Background: an optimization exercise with open tools, aiming at a short achievable clock period and few clock cycles. Do not read the settings as production practice. No functional check of the RTL was part of any run shown here.

==> design.v <==
package cpu_pkg;
    typedef logic signed [16-1:0] word_t;
    typedef logic [12-1:0] pc_t;
    typedef logic [16-1:0] instr_t;
    typedef logic [4-1:0] reg_addr_t;
    typedef logic [12-1:0] data_addr_t;
endpackage
`timescale 1ns/10ps
module cpu_top (
    input  logic                clk,
    input  logic                rst_n,
    output logic                fetch_req,
    output cpu_pkg::pc_t        fetch_addr,
    input  logic                fetch_valid,
    input  cpu_pkg::instr_t     fetch_instr,
    output logic                mem_rd_req,
    output logic                mem_wr_req,
    output cpu_pkg::data_addr_t mem_addr,
    output cpu_pkg::word_t      mem_wdata,
    input  logic                mem_rvalid,
    input  cpu_pkg::word_t      mem_rdata,
    input  logic                mem_wack,
    output logic                retire,
    output logic                halted
);
    localparam int QN = 4;               
    localparam int QW = $clog2(QN);
    logic        freq_q;                 
    logic [11:0] fpc_q;                  
    logic        fpend_q;                
    logic        fbr_q;                  
    logic        fdone_q;                
    logic [15:0] q_mem [QN];
    logic [QW-1:0] q_head_q;
    logic [QW-1:0] q_tail_q;
    logic [QW:0]   q_cnt_q;
    logic        d_v_q;                  
    logic [15:0] ir_q;
    logic        e1_v_q;                 
    logic        e1_mul_q;
    logic [1:0]  e1_fn_q;
    logic [3:0]  e1_rd_q;
    logic [15:0] a_q;
    logic [15:0] b_q;
    logic        e2_v_q;                 
    logic [3:0]  e2_rd_q;
    logic [15:0] m0_q;
    logic [15:0] m1_q;
    logic [15:0] m2_q;
    logic        m_st_q;                 
    logic        m_ld_q;
    logic [3:0]  m_rd_q;
    logic        rdreq_q;
    logic        wrreq_q;
    logic [11:0] maddr_q;
    logic [15:0] mwdata_q;
    logic        dbusy_q;                
    logic        lo_v_q;                 
    logic [3:0]  lo_rd_q;
    logic        retire_q;
    logic        halted_q;
    logic [15:0] regs [16];
    assign fetch_req  = freq_q;
    assign fetch_addr = fpc_q;
    assign mem_rd_req = rdreq_q;
    assign mem_wr_req = wrreq_q;
    assign mem_addr   = maddr_q;
    assign mem_wdata  = mwdata_q;
    assign retire     = retire_q;
    assign halted     = halted_q;
    logic [3:0]  d_rs, d_rt, d_rd;
    logic        d_beq, d_mem, d_ld, d_st, d_alu;
    logic        rd_rs, rd_rt;
    logic [15:0] rs_val, rt_val;
    logic [11:0] d_imm;
    assign d_rs  = ir_q[12:9];
    assign d_rt  = ir_q[8:5];
    assign d_rd  = ir_q[4:1];
    assign d_beq = ir_q[15] & ir_q[13];
    assign d_mem = !ir_q[15] & ir_q[14];
    assign d_ld  = d_mem & ir_q[13];
    assign d_st  = d_mem & !ir_q[13];
    assign d_alu = !ir_q[15] & !ir_q[14];
    assign rd_rs = d_alu | d_mem | d_beq;
    assign rd_rt = d_alu | d_st | d_beq;
    assign d_imm = {{7{ir_q[4]}}, ir_q[4:0]};
    assign rs_val = regs[d_rs];
    assign rt_val = regs[d_rt];
    logic hz_e1, hz_e2, hz_ld, hz_mst, hz_lo, stall, d_issue;
    assign hz_e1  = e1_v_q && ((rd_rs && e1_rd_q == d_rs) || (rd_rt && e1_rd_q == d_rt)
                              || (e1_mul_q && d_alu));
    assign hz_e2  = e2_v_q && ((rd_rs && e2_rd_q == d_rs) || (rd_rt && e2_rd_q == d_rt));
    assign hz_mst = m_st_q && (d_mem || (m_ld_q && ((rd_rs && m_rd_q == d_rs)
                              || (rd_rt && m_rd_q == d_rt) || (d_alu && m_rd_q == d_rd))));
    assign hz_lo  = lo_v_q && ((rd_rs && lo_rd_q == d_rs) || (rd_rt && lo_rd_q == d_rt)
                              || (d_alu && lo_rd_q == d_rd));
    assign stall   = hz_e1 || hz_e2 || hz_mst || hz_lo;
    assign d_issue = d_v_q && !stall;
    logic [11:0] fpc_inc, br_tgt, br_next;
    logic        br_taken, br_res;
    assign fpc_inc  = fpc_q + 12'd1;
    assign br_tgt   = fpc_inc + d_imm;
    assign br_taken = (rs_val == rt_val);
    assign br_next  = br_taken ? br_tgt : fpc_inc;
    assign br_res   = d_issue && d_beq;
    logic        f_seq, f_jmp, f_beq;
    logic [11:0] f_next;
    logic        f_over;
    logic        room_arr, room_pend;
    assign f_beq  = fetch_instr[15] & fetch_instr[13];
    assign f_jmp  = fetch_instr[15] & !fetch_instr[13];
    assign f_next = fetch_instr[15] ? fetch_instr[12:1] : fpc_inc;
    assign f_over = fetch_instr[15] ? fetch_instr[12] : fpc_inc[11];
    assign room_arr  = (q_cnt_q <= (QW+1)'(QN - 2));
    assign room_pend = (q_cnt_q <= (QW+1)'(QN - 1));
    always_ff @(posedge clk or negedge rst_n) begin
        if (!rst_n) begin
            freq_q  <= 1'b1;
            fpc_q   <= '0;
            fpend_q <= 1'b0;
            fbr_q   <= 1'b0;
            fdone_q <= 1'b0;
        end else begin
            freq_q <= 1'b0;
            if (fetch_valid) begin
                if (f_beq) begin
                    fbr_q <= 1'b1;
                end else begin
                    fpc_q <= f_next;
                    if (f_over) begin
                        fdone_q <= 1'b1;
                    end else if (room_arr) begin
                        freq_q <= 1'b1;
                    end else begin
                        fpend_q <= 1'b1;
                    end
                end
            end else if (fpend_q && room_pend) begin
                freq_q  <= 1'b1;
                fpend_q <= 1'b0;
            end else if (fbr_q && br_res) begin
                fbr_q <= 1'b0;
                fpc_q <= br_next;
                if (br_next[11]) begin
                    fdone_q <= 1'b1;
                end else begin
                    freq_q <= 1'b1;
                end
            end
        end
    end
    logic q_empty, d_take, q_push, q_pop;
    assign q_empty = (q_cnt_q == '0);
    assign d_take  = !d_v_q || d_issue;
    assign q_pop   = d_take && !q_empty;
    assign q_push  = fetch_valid && !(d_take && q_empty);
    always_ff @(posedge clk or negedge rst_n) begin
        if (!rst_n) begin
            q_head_q <= '0;
            q_tail_q <= '0;
            q_cnt_q  <= '0;
            d_v_q    <= 1'b0;
        end else begin
            if (q_push) q_tail_q <= q_tail_q + 1'b1;
            if (q_pop)  q_head_q <= q_head_q + 1'b1;
            q_cnt_q <= q_cnt_q + (QW+1)'(q_push) - (QW+1)'(q_pop);
            if (d_take) d_v_q <= !q_empty || fetch_valid;
        end
    end
    always_ff @(posedge clk) begin
        if (q_push) q_mem[q_tail_q] <= fetch_instr;
        if (d_take) ir_q <= q_empty ? fetch_instr : q_mem[q_head_q];
    end
    logic [15:0] alu_res, mul_res, diff;
    logic        slt;
    assign diff = a_q - b_q;
    assign slt  = (a_q[15] ^ b_q[15]) ? a_q[15] : diff[15];
    always_comb begin
        case (e1_fn_q)
            2'b00:   alu_res = diff;
            2'b01:   alu_res = a_q + b_q;
            default: alu_res = {15'd0, slt};
        endcase
    end
    function automatic [15:0] fa_s(input [15:0] x, input [15:0] y, input [15:0] z);
        fa_s = x ^ y ^ z;
    endfunction
    function automatic [15:0] fa_c(input [15:0] x, input [15:0] y, input [15:0] z);
        fa_c = {((x[14:0] & y[14:0]) | (x[14:0] & z[14:0]) | (y[14:0] & z[14:0])), 1'b0};
    endfunction
    logic [15:0] pp [16];
    logic [15:0] l1 [11];
    logic [15:0] l2 [8];
    logic [15:0] l3 [6];
    logic [15:0] l4 [4];
    logic [15:0] l5 [3];
    always_comb begin
        for (int k = 0; k < 16; k++) pp[k] = b_q[k] ? (a_q << k) : 16'd0;
        for (int k = 0; k < 5; k++) begin
            l1[2*k]   = fa_s(pp[3*k], pp[3*k+1], pp[3*k+2]);
            l1[2*k+1] = fa_c(pp[3*k], pp[3*k+1], pp[3*k+2]);
        end
        l1[10] = pp[15];
        for (int k = 0; k < 3; k++) begin
            l2[2*k]   = fa_s(l1[3*k], l1[3*k+1], l1[3*k+2]);
            l2[2*k+1] = fa_c(l1[3*k], l1[3*k+1], l1[3*k+2]);
        end
        l2[6] = l1[9];
        l2[7] = l1[10];
        for (int k = 0; k < 2; k++) begin
            l3[2*k]   = fa_s(l2[3*k], l2[3*k+1], l2[3*k+2]);
            l3[2*k+1] = fa_c(l2[3*k], l2[3*k+1], l2[3*k+2]);
        end
        l3[4] = l2[6];
        l3[5] = l2[7];
        for (int k = 0; k < 2; k++) begin
            l4[2*k]   = fa_s(l3[3*k], l3[3*k+1], l3[3*k+2]);
            l4[2*k+1] = fa_c(l3[3*k], l3[3*k+1], l3[3*k+2]);
        end
        l5[0] = fa_s(l4[0], l4[1], l4[2]);
        l5[1] = fa_c(l4[0], l4[1], l4[2]);
        l5[2] = l4[3];
    end
    assign mul_res = fa_s(m0_q, m1_q, m2_q) + fa_c(m0_q, m1_q, m2_q);
    always_ff @(posedge clk or negedge rst_n) begin
        if (!rst_n) begin
            e1_v_q <= 1'b0;
            e2_v_q <= 1'b0;
        end else begin
            e1_v_q <= d_issue && d_alu;
            e2_v_q <= e1_v_q && e1_mul_q;
        end
    end
    always_ff @(posedge clk) begin
        if (d_issue && d_alu) begin
            a_q      <= rs_val;
            b_q      <= rt_val;
            e1_fn_q  <= {ir_q[13], ir_q[0]};
            e1_mul_q <= (ir_q[13] && !ir_q[0]);
            e1_rd_q  <= d_rd;
        end
        e2_rd_q <= e1_rd_q;
        m0_q    <= l5[0];
        m1_q    <= l5[1];
        m2_q    <= l5[2];
    end
    logic        ans, port_free, launch, l_ld;
    logic [3:0]  l_rd;
    logic [11:0] d_addr;
    assign d_addr    = rs_val[11:0] + d_imm;
    assign ans       = mem_rvalid || mem_wack;
    assign port_free = !dbusy_q || ans;
    assign launch    = (m_st_q || (d_issue && d_mem)) && port_free;
    assign l_ld      = m_st_q ? m_ld_q : d_ld;
    assign l_rd      = m_st_q ? m_rd_q : d_rt;
    always_ff @(posedge clk or negedge rst_n) begin
        if (!rst_n) begin
            m_st_q  <= 1'b0;
            rdreq_q <= 1'b0;
            wrreq_q <= 1'b0;
            dbusy_q <= 1'b0;
            lo_v_q  <= 1'b0;
        end else begin
            m_st_q  <= (m_st_q || (d_issue && d_mem)) && !port_free;
            rdreq_q <= launch && l_ld;
            wrreq_q <= launch && !l_ld;
            dbusy_q <= launch || (dbusy_q && !ans);
            lo_v_q  <= (launch && l_ld) || (lo_v_q && !mem_rvalid);
        end
    end
    always_ff @(posedge clk) begin
        if (d_issue && d_mem) begin
            maddr_q  <= d_addr;
            mwdata_q <= rt_val;
            m_ld_q   <= d_ld;
            m_rd_q   <= d_rt;
        end
        if (launch && l_ld) lo_rd_q <= l_rd;
    end
    logic        e_we;
    logic [3:0]  e_wrd;
    logic [15:0] e_res;
    assign e_we  = e2_v_q || (e1_v_q && !e1_mul_q);
    assign e_wrd = e2_v_q ? e2_rd_q : e1_rd_q;
    assign e_res = e2_v_q ? mul_res : alu_res;
    always_ff @(posedge clk or negedge rst_n) begin
        if (!rst_n) begin
            for (int i = 0; i < 16; i++) regs[i] <= '0;
        end else begin
            for (int i = 0; i < 16; i++) begin
                if (mem_rvalid && lo_rd_q == 4'(i)) begin
                    regs[i] <= mem_rdata;
                end else if (e_we && e_wrd == 4'(i)) begin
                    regs[i] <= e_res;
                end
            end
        end
    end
    always_ff @(posedge clk or negedge rst_n) begin
        if (!rst_n) begin
            retire_q <= 1'b0;
            halted_q <= 1'b0;
        end else begin
            retire_q <= d_issue;
            halted_q <= halted_q || (fdone_q && q_empty && !d_v_q && !e1_v_q && !e2_v_q
                                     && !m_st_q && !(dbusy_q && !ans));
        end
    end
endmodule
==> run.sh <==
#!/bin/bash
# synth_recipe.tcl (not shown) runs the flow's synth.tcl, then flattens the netlist and writes it again
# the make line also repeats each setting of config.mk as NAME=value (left out here)
make -C /OpenROAD-flow-scripts/flow DESIGN_CONFIG=/design/flow/config.mk WORK_HOME=/design/flow/orfs CLKGATE_MAP_FILE= SYNTH_SCRIPT=/design/flow/synth_recipe.tcl finish
==> config.mk <==
export PLATFORM = sky130hd
export DESIGN_NAME = cpu_top
export DESIGN_NICKNAME = cpu_top
export VERILOG_FILES = /design/flow/design.v
export SDC_FILE = /design/flow/constraint.sdc
export NUM_CORES = 4
export LEC_CHECK = 0
export ABC_CLOCK_PERIOD_IN_PS = 2500
export CAP_MARGIN = 20
export CORE_MARGIN = 2
export CORE_UTILIZATION = 40
export PLACE_DENSITY = 0.6
export SETUP_SLACK_MARGIN = 5
export SLEW_MARGIN = 20
==> constraint.sdc <==
create_clock -name core_clock -period 10.0 [get_ports {clk}]
set_input_delay 2.0000 -clock core_clock [delete_from_list [all_inputs] [get_ports {clk}]]
set_output_delay 2.0000 -clock core_clock [all_outputs]
set_load 0.01 [all_outputs]
==> results.sh, run 1 <==
export IMPL_crit_slowest_cell="and2_1"
export IMPL_nNetsFinal=3558
export IMPL_worstPathArrival_ps=5470
export IMPL_die_x_um=287
export IMPL_num_io_pins=82
export IMPL_synthCells=3370
export IMPL_cp_top_family="simple AND/OR/NAND/NOR gates"
export IMPL_grt_overflow_total=0
export IMPL_crit_top_cell="buf_4"
export IMPL_fp_coreArea_um2=79000
export IMPL_final_util_pct=44.9
export IMPL_timing_final_ws_setup_ps=5070
export IMPL_maxCapViolations=0
export IMPL_path_cells="buf_4 > buf_4 > and2_1 > o2bb2ai_1 > a22oi_1 > a21oi_1 > xnor2_1 > nand4_1 > nor4_4 > nand2_4 > mux2_4 > o211a_1"
export IMPL_drt_drc_violations_left=0
export IMPL_rsz0062_at_grt="yes"
export IMPL_cts_inserted_buffers=52
export IMPL_r2r_cells=12
export IMPL_yosys_most_used_dff="dfrtp_1"
export IMPL_async_reset_ff_share_pct=60.7
export IMPL_slew_headroom_pct=24.3
export IMPL_final_cell_mix="nand2_1, o21ai_0, dfrtp_1"
export IMPL_die_y_um=287
export IMPL_whs_ps=461
export IMPL_synth_edff_count=156
export IMPL_cp_num_buf_inv=2
export IMPL_wl_per_cell_um=28.2
export IMPL_dp_slack_ps=4640
export IMPL_status="no timing/DRC/antenna violations"
export IMPL_worstSkewPairLatency_ps=650
export IMPL_vias=27425
export IMPL_drive_gt1_share_pct=9.37
export IMPL_final_common_cell="nand2_1"
export IMPL_place_congestion=1.03
export IMPL_endpoint_kind="flop"
export IMPL_drv_slew=0
export IMPL_grt_pass1_wl_mm=184
export IMPL_antenna_found_initial=3
export IMPL_hp_start="fdone_q$_DFFE_PN0P_"
export IMPL_placementRows=103
export IMPL_tightest_slew_ps=1130
export IMPL_reg2reg_from="ir_q[6]$_DFFE_PP_"
export IMPL_vias_per_cell=6.20
export IMPL_ys_seq_area_share_pct=39.3
export IMPL_start_kind="flop"
export IMPL_synth_nets=3598
export IMPL_place_hpwl_mm=87.5
export IMPL_synth_avg_cell_area_um2=9.47
export IMPL_drt_iter0_drc=3575
export IMPL_start_util_pct=40.4
export IMPL_grt_max_degree=161
export IMPL_portBuffers=81
export IMPL_dr_pass1_iters=6
export IMPL_crit_path_max_fanout=52
export IMPL_synth_distinct_cells=92
export IMPL_min_delay_worst_endpoint="fdone_q$_DFFE_PN0P_"
export IMPL_tns_ps=0
export IMPL_fin_crit_ps=4930
export IMPL_r2r_slack_ps=5070
export IMPL_clock_path_buffers=3
export IMPL_cts_clk_slew_worst_paths_ps=60
export IMPL_cts_sinks=476
export IMPL_critPathKind="reg -> reg"
export IMPL_r2r_end="fpc_q[1]$_DFFE_PN0P_"
export IMPL_fmax_mhz=203
export IMPL_htreeDepth=2
export IMPL_first_global_vias=26244
export IMPL_setup_viol=0
export IMPL_antenna_left=0
export IMPL_fillers=7449
export IMPL_required_ps=10540
export IMPL_cts_tree="done"
export IMPL_yosysWarningCount=8
export IMPL_min_path_type="reg -> reg"
export IMPL_cts_root_buffer_cell="clkbuf_16"
export IMPL_hold_viol=0
export IMPL_critical_path_max_stage_delay_ps=670
export IMPL_ys_ff_latch=476
export IMPL_area_delta_synth_final_pct=11.2
export IMPL_synth_area_um2=31900
export IMPL_min_path_cells=1
export IMPL_dieArea_um2=82100
export IMPL_finalCritPeriodShare_pct=49.3
export IMPL_grt_use_total_pct=30.1
export IMPL_clock_skew_ps=47.7
export IMPL_totalWireLength_mm=125
-- per-layer routing --
layer | track usage, % | vias to the layer above | routed length, um
li1 | - | 12006 | -
met1 | 42.0 | 13602 | 52200
met2 | 45.4 | 1518 | 54600
met3 | 5.93 | 297 | 11900
met4 | 13.0 | 2 | 5880
met5 | 0 | - | 13
-- cells in the mapped netlist (all sizes together), types with 35 or more instances --
| cell type | instances | area, um^2 |
|---|---|---|
| nor2b | 35 | 219 |
| xor2 | 44 | 385 |
| a31oi | 63 | 394 |
| a211oi | 62 | 465 |
| nor2 | 195 | 734 |
| o221ai | 42 | 368 |
| o21ai | 321 | 1610 |
| xnor2 | 93 | 815 |
| a21oi | 95 | 475 |
| a21o | 63 | 473 |
| dfrtp | 288 | 7210 |
| fa | 90 | 1800 |
| nand2 | 439 | 1660 |
| and2 | 98 | 616 |
| mux2i | 111 | 1110 |
| buf | 91 | 601 |
| nand3 | 60 | 300 |
| a22oi | 60 | 450 |
| ha | 101 | 1260 |
| clkbuf | 161 | 604 |
| mux2 | 64 | 732 |
| edfxtp | 156 | 4680 |
| inv | 158 | 593 |
-- final cells by class --
type,count,area [um^2],share of cell area [%]
antenna,1,2.50,0.00705
clock buffer,73,1480,4.17
clock inverter,24,328,0.924
inverter,159,601,1.69
multi-input combinational,2483,17800,50.1
sequential,476,12500,35.3
tap,1050,1310,3.70
timing repair buffer,158,1430,4.02
-- cells by family after synthesis --
group / after synthesis / share of synthesized area (%)
simple gates: 1032 / 15.4
compound gates: 930 / 19.2
flops: 476 / 39.3
buf+inv: 411 / 5.64
mux: 193 / 7.04
fa+ha+maj: 191 / 9.60
xor+xnor: 137 / 3.76
-- state kept, by name, summed over array words and instances, names as in the netlist, 2 cells and up --
name / count
lo_rd_q: 4
ir_q: 16
fpc_q: 12
b_q: 16
e2_rd_q: 4
regs: 256
m_rd_q: 4
e1_fn_q: 2
mwdata_q: 16
m0_q: 16
e1_rd_q: 4
q_tail_q: 2
q_head_q: 2
maddr_q: 12
m1_q: 10
q_mem: 64
q_cnt_q: 3
a_q: 16
-- worst max path at each step --
stage / startpoint / end / slack [ps] / depth (start not counted)
after CTS: ir_q[9]$_DFFE_PP_ / maddr_q[10]$_DFFE_PP_ / 5000 / 18
after global routing: ir_q[12]$_DFFE_PP_ / maddr_q[10]$_DFFE_PP_ / 4820 / 20
final: ir_q[6]$_DFFE_PP_ / fpc_q[1]$_DFFE_PN0P_ / 5070 / 12
after detailed placement: ir_q[12]$_DFFE_PP_ / maddr_q[11]$_DFFE_PP_ / 4640 / 16
after global placement: ir_q[12]$_DFFE_PP_ / maddr_q[11]$_DFFE_PP_ / 4700 / 16
after floorplan: ir_q[9]$_DFFE_PP_ / a_q[0]$_DFFE_PP_ / 5600 / 10
-- stage by stage --
step,cells,instance area [um^2]
2_1_floorplan,3370,31900
3_3_place_gp,4325,33600
3_5_place_dp,4326,33600
4_1_cts,4423,35400
5_1_grt,4423,35500
6_report,4424,35500
-- timing repair --
action                                  CTS  global route
endpoints found under the setup margin    4            20
pin swaps                                 0             0
gates resized for setup                   5            10
buffers inserted                          0             0
hold buffers                              0             0
==> run 2, diff against run 1 <==
==> flow/run.sh (new file) <==
#!/bin/bash
set -euo pipefail
bash standard.sh SETUP_SLACK_MARGIN=7.5 finish > flow_make.log 2>&1
==> standard.sh (new file) <==
#!/bin/bash
# synth_recipe.tcl (not shown) runs the flow's synth.tcl, then flattens the netlist and writes it again
# the make line also repeats each setting of config.mk as NAME=value (left out here)
make -C /OpenROAD-flow-scripts/flow DESIGN_CONFIG=/design/flow/config.mk WORK_HOME=/design/flow/orfs CLKGATE_MAP_FILE= SYNTH_SCRIPT=/design/flow/synth_recipe.tcl "${@:-finish}"
--- a/config.mk
+++ b/config.mk
@@ -12,3 +12,2 @@
 export PLACE_DENSITY = 0.6
-export SETUP_SLACK_MARGIN = 5
 export SLEW_MARGIN = 20
removed: run.sh
==> run 2 against run 1 <==
Against the previous run:
- via count is 17% higher
- non-clock buffer count is 437 higher
- synthesized cell count is the same
- routed wire length up 29%
- critical path depth is 9 higher
- die area unchanged
- fmax grew 26%
- critical path type unchanged
==> results.sh, run 2 <==
export IMPL_status="no timing/DRC/antenna violations"
export IMPL_required_ps=10410
export IMPL_drt_drc_violations_left=0
export IMPL_fp_coreArea_um2=79000
export IMPL_clock_path_buffers=3
export IMPL_synth_nets=3598
export IMPL_async_reset_ff_share_pct=60.7
export IMPL_dr_pass1_iters=9
export IMPL_dieArea_um2=82100
export IMPL_final_cells=4890
export IMPL_rsz0062_at_grt="yes"
export IMPL_tns_ps=0
export IMPL_cts_tree="done"
export IMPL_cts_inserted_buffers=53
export IMPL_dp_cells=4324
export IMPL_top_regs="regs x256, q_mem x64"
export IMPL_place_congestion=1.04
export IMPL_grt_use_total_pct=36.7
export IMPL_critPathKind="reg -> reg"
export IMPL_antenna_left=0
export IMPL_worstSkewPairLatency_ps=660
export IMPL_path_cells="buf_12 > buf_12 > buf_16 > nor2_4 > a21oi_2 > o22ai_2 > o21ai_2 > a21oi_4 > ha_2 > inv_2 > fa_2 > nor2b_2 > o21ai_2 > a21boi_2 > o21ai_2 > a21boi_2 > o21ai_2 > nand2b_1 > a21o_1 > a21oi_2 > xnor2_1"
export IMPL_drt_iter0_drc=4981
export IMPL_die_x_um=287
export IMPL_synth_avg_cell_area_um2=9.47
export IMPL_synth_top_cells_by_count="nand2_1, o21ai_0, dfrtp_1"
export IMPL_grt_max_degree=89
export IMPL_yosysWarningCount=8
export IMPL_synth_top_area_share_pct=22.6
export IMPL_min_path_type="reg -> reg"
export IMPL_fin_crit_ps=3910
export IMPL_top_register="regs"
export IMPL_drive_gt1_share_pct=35.9
export IMPL_slew_headroom_pct=21.0
export IMPL_fmax_mhz=256
export IMPL_final_util_pct=57.0
export IMPL_worstPathArrival_ps=4330
export IMPL_num_io_pins=82
export IMPL_crit_top_cell="o21ai_2"
export IMPL_largest_reg_flops=256
export IMPL_vias_per_cell=6.55
export IMPL_crit_path_max_fanout=6
export IMPL_synth_area_um2=31900
export IMPL_cts_hold_buf=0
export IMPL_wl_per_cell_um=33.0
export IMPL_placementRows=103
export IMPL_synth_edff_count=156
export IMPL_yosys_most_used_dff="dfrtp_1"
export IMPL_cts_root_buffer_cell="clkbuf_16"
export IMPL_final_cell_mix="nand2_1, dfrtp_1, buf_4"
export IMPL_first_global_vias=29329
export IMPL_fin_area_um2=45000
export IMPL_ys_seq_area_share_pct=39.3
export IMPL_antenna_found_initial=8
export IMPL_start_kind="flop"
export IMPL_htreeDepth=2
export IMPL_crit_slowest_cell="edfxtp_1"
export IMPL_tightest_slew_ps=1180
export IMPL_synthCells=3370
export IMPL_synth_distinct_cells=92
export IMPL_clock_skew_ps=38.0
export IMPL_synth_area_top_cells="dfrtp_1, edfxtp_1, fa_1"
export IMPL_r2r_slack_ps=6090
export IMPL_nNetsFinal=4015
export IMPL_dpl_cell_area_um2=34300
export IMPL_start_util_pct=40.4
export IMPL_ys_ff_latch=476
export IMPL_hold_viol=0
export IMPL_dp_slack_ps=4860
export IMPL_totalWireLength_mm=161
export IMPL_timing_final_ws_setup_ps=6090
export IMPL_critical_path_max_stage_delay_ps=440
export IMPL_die_y_um=287
export IMPL_grt_overflow_total=0
export IMPL_yosysMostFrequentCell="nand2_1"
export IMPL_final_common_cell="nand2_1"
export IMPL_place_hpwl_mm=88.8
export IMPL_cts_sinks=476
export IMPL_endpoint_kind="flop"
export IMPL_cts_clk_slew_worst_paths_ps=70
export IMPL_drv_slew=0
export IMPL_grt_pass1_wl_mm=217
export IMPL_setup_viol=0
export IMPL_yosysTopAreaCell="dfrtp_1"
export IMPL_maxCapViolations=0
export IMPL_finalCritPeriodShare_pct=39.1
export IMPL_vias=32034
export IMPL_portBuffers=81
export IMPL_area_delta_synth_final_pct=41.0
-- run 2: metrics by stage --
step	hold WS [ps]
after floorplan	343
after detailed placement	460
after global routing	505
final	488
after CTS	474
after global placement	456
-- run 2: worst max-delay path, delay by kind of cell (launching register included) --
| family | cells | cell delay (ps) |
|---|---|---|
| xor gates and xnor gates | 1 | 130 |
| AOI/OAI and AO/OA | 11 | 1520 |
| adders and majority gates | 2 | 620 |
| and+or+nand+nor | 3 | 460 |
| DFF | 1 | 440 |
| buffers and inverters | 4 | 500 |
-- run 2: final timing paths --
| path | cells past startpoint | to | startpoint |
|---|---|---|---|
| max | 21 | maddr_q[10]$_DFFE_PP_ | ir_q[11]$_DFFE_PP_ |
| min | 1 | fdone_q$_DFFE_PN0P_ | fdone_q$_DFFE_PN0P_ |
| max reg2reg | 21 | maddr_q[10]$_DFFE_PP_ | ir_q[11]$_DFFE_PP_ |
| min reg2reg | 1 | fdone_q$_DFFE_PN0P_ | fdone_q$_DFFE_PN0P_ |
| max in group asynchronous | 2 | fpc_q[0]$_DFFE_PN0P_ | rst_n |
| min in group asynchronous | 1 | regs[3][1]$_DFFE_PN0P_ | rst_n |
-- run 2: cells by family after synthesis --
group | after synthesis | share of synthesized area (%)
XOR/XNOR | 137 | 3.76
adder cells (fa/ha/maj) | 191 | 9.60
multiplexers | 193 | 7.04
AO/OA/AOI/OAI | 930 | 19.2
AND/OR/NAND/NOR | 1032 | 15.4
flip-flops | 476 | 39.3
buffers and inverters | 411 | 5.64
-- run 2: final cells by class --
type | count | area, um^2
Antenna cell | 11 | 27.5
Clock buffer | 70 | 1430
Clock inverter | 27 | 367
Fill cell | 6459 | 34000
Inverter | 159 | 651
Multi-Input combinational cell | 2502 | 21300
Sequential cell | 476 | 12500
Tap cell | 1050 | 1310
Timing Repair Buffer | 595 | 7370
-- run 2: timing repair --
item	4_1_cts	5_1_grt
setup endpoints to repair	791	686
gates resized for setup	773	444
setup buffers	264	121
gates cloned	58	15
pin swaps	198	206
-- run 2: routing by layer --
layer | GRT usage [%] | vias up | share of wire, %
met5 | 0 | - | 0.066
met4 | 23.3 | 2 | 8.4
met3 | 13.1 | 761 | 14
met2 | 52.3 | 2510 | 41
met1 | 47.2 | 15774 | 37
li1 | - | 12987 | -

## afterwards: timing with drivers on the ports
In the flow no input, the clock included, has a driving cell. The finished layouts below were timed again as built, in two steps.
Step 1: set_driving_cell puts a clkbuf_16 on clk and a buf_2 on each other input, an assumption about the parent block.
Step 2 times the ports against the registers' clock, not the clock port: input delays grow and output delays shrink by t, the midpoint of the rising clock arrivals with the driver on.
Three values: no drivers, after step 1, after step 2; two values: the first two.
run	t (ns)	setup WS [ns]	slew at the worst register clock pin (ns)	worst data-port slew with drivers (ns)
run 1	0.698	5.068 / 5.068 / 4.953	0.07 / 0.07	0.12
run 2	0.715	6.088 / 6.088 / 6.024	0.07 / 0.07	0.14
After both steps setup and hold are still met in every run listed. For run 1, which loses most, drivers alone change the setup slack by 0.000 ns; drivers and shift together by -0.115 ns.
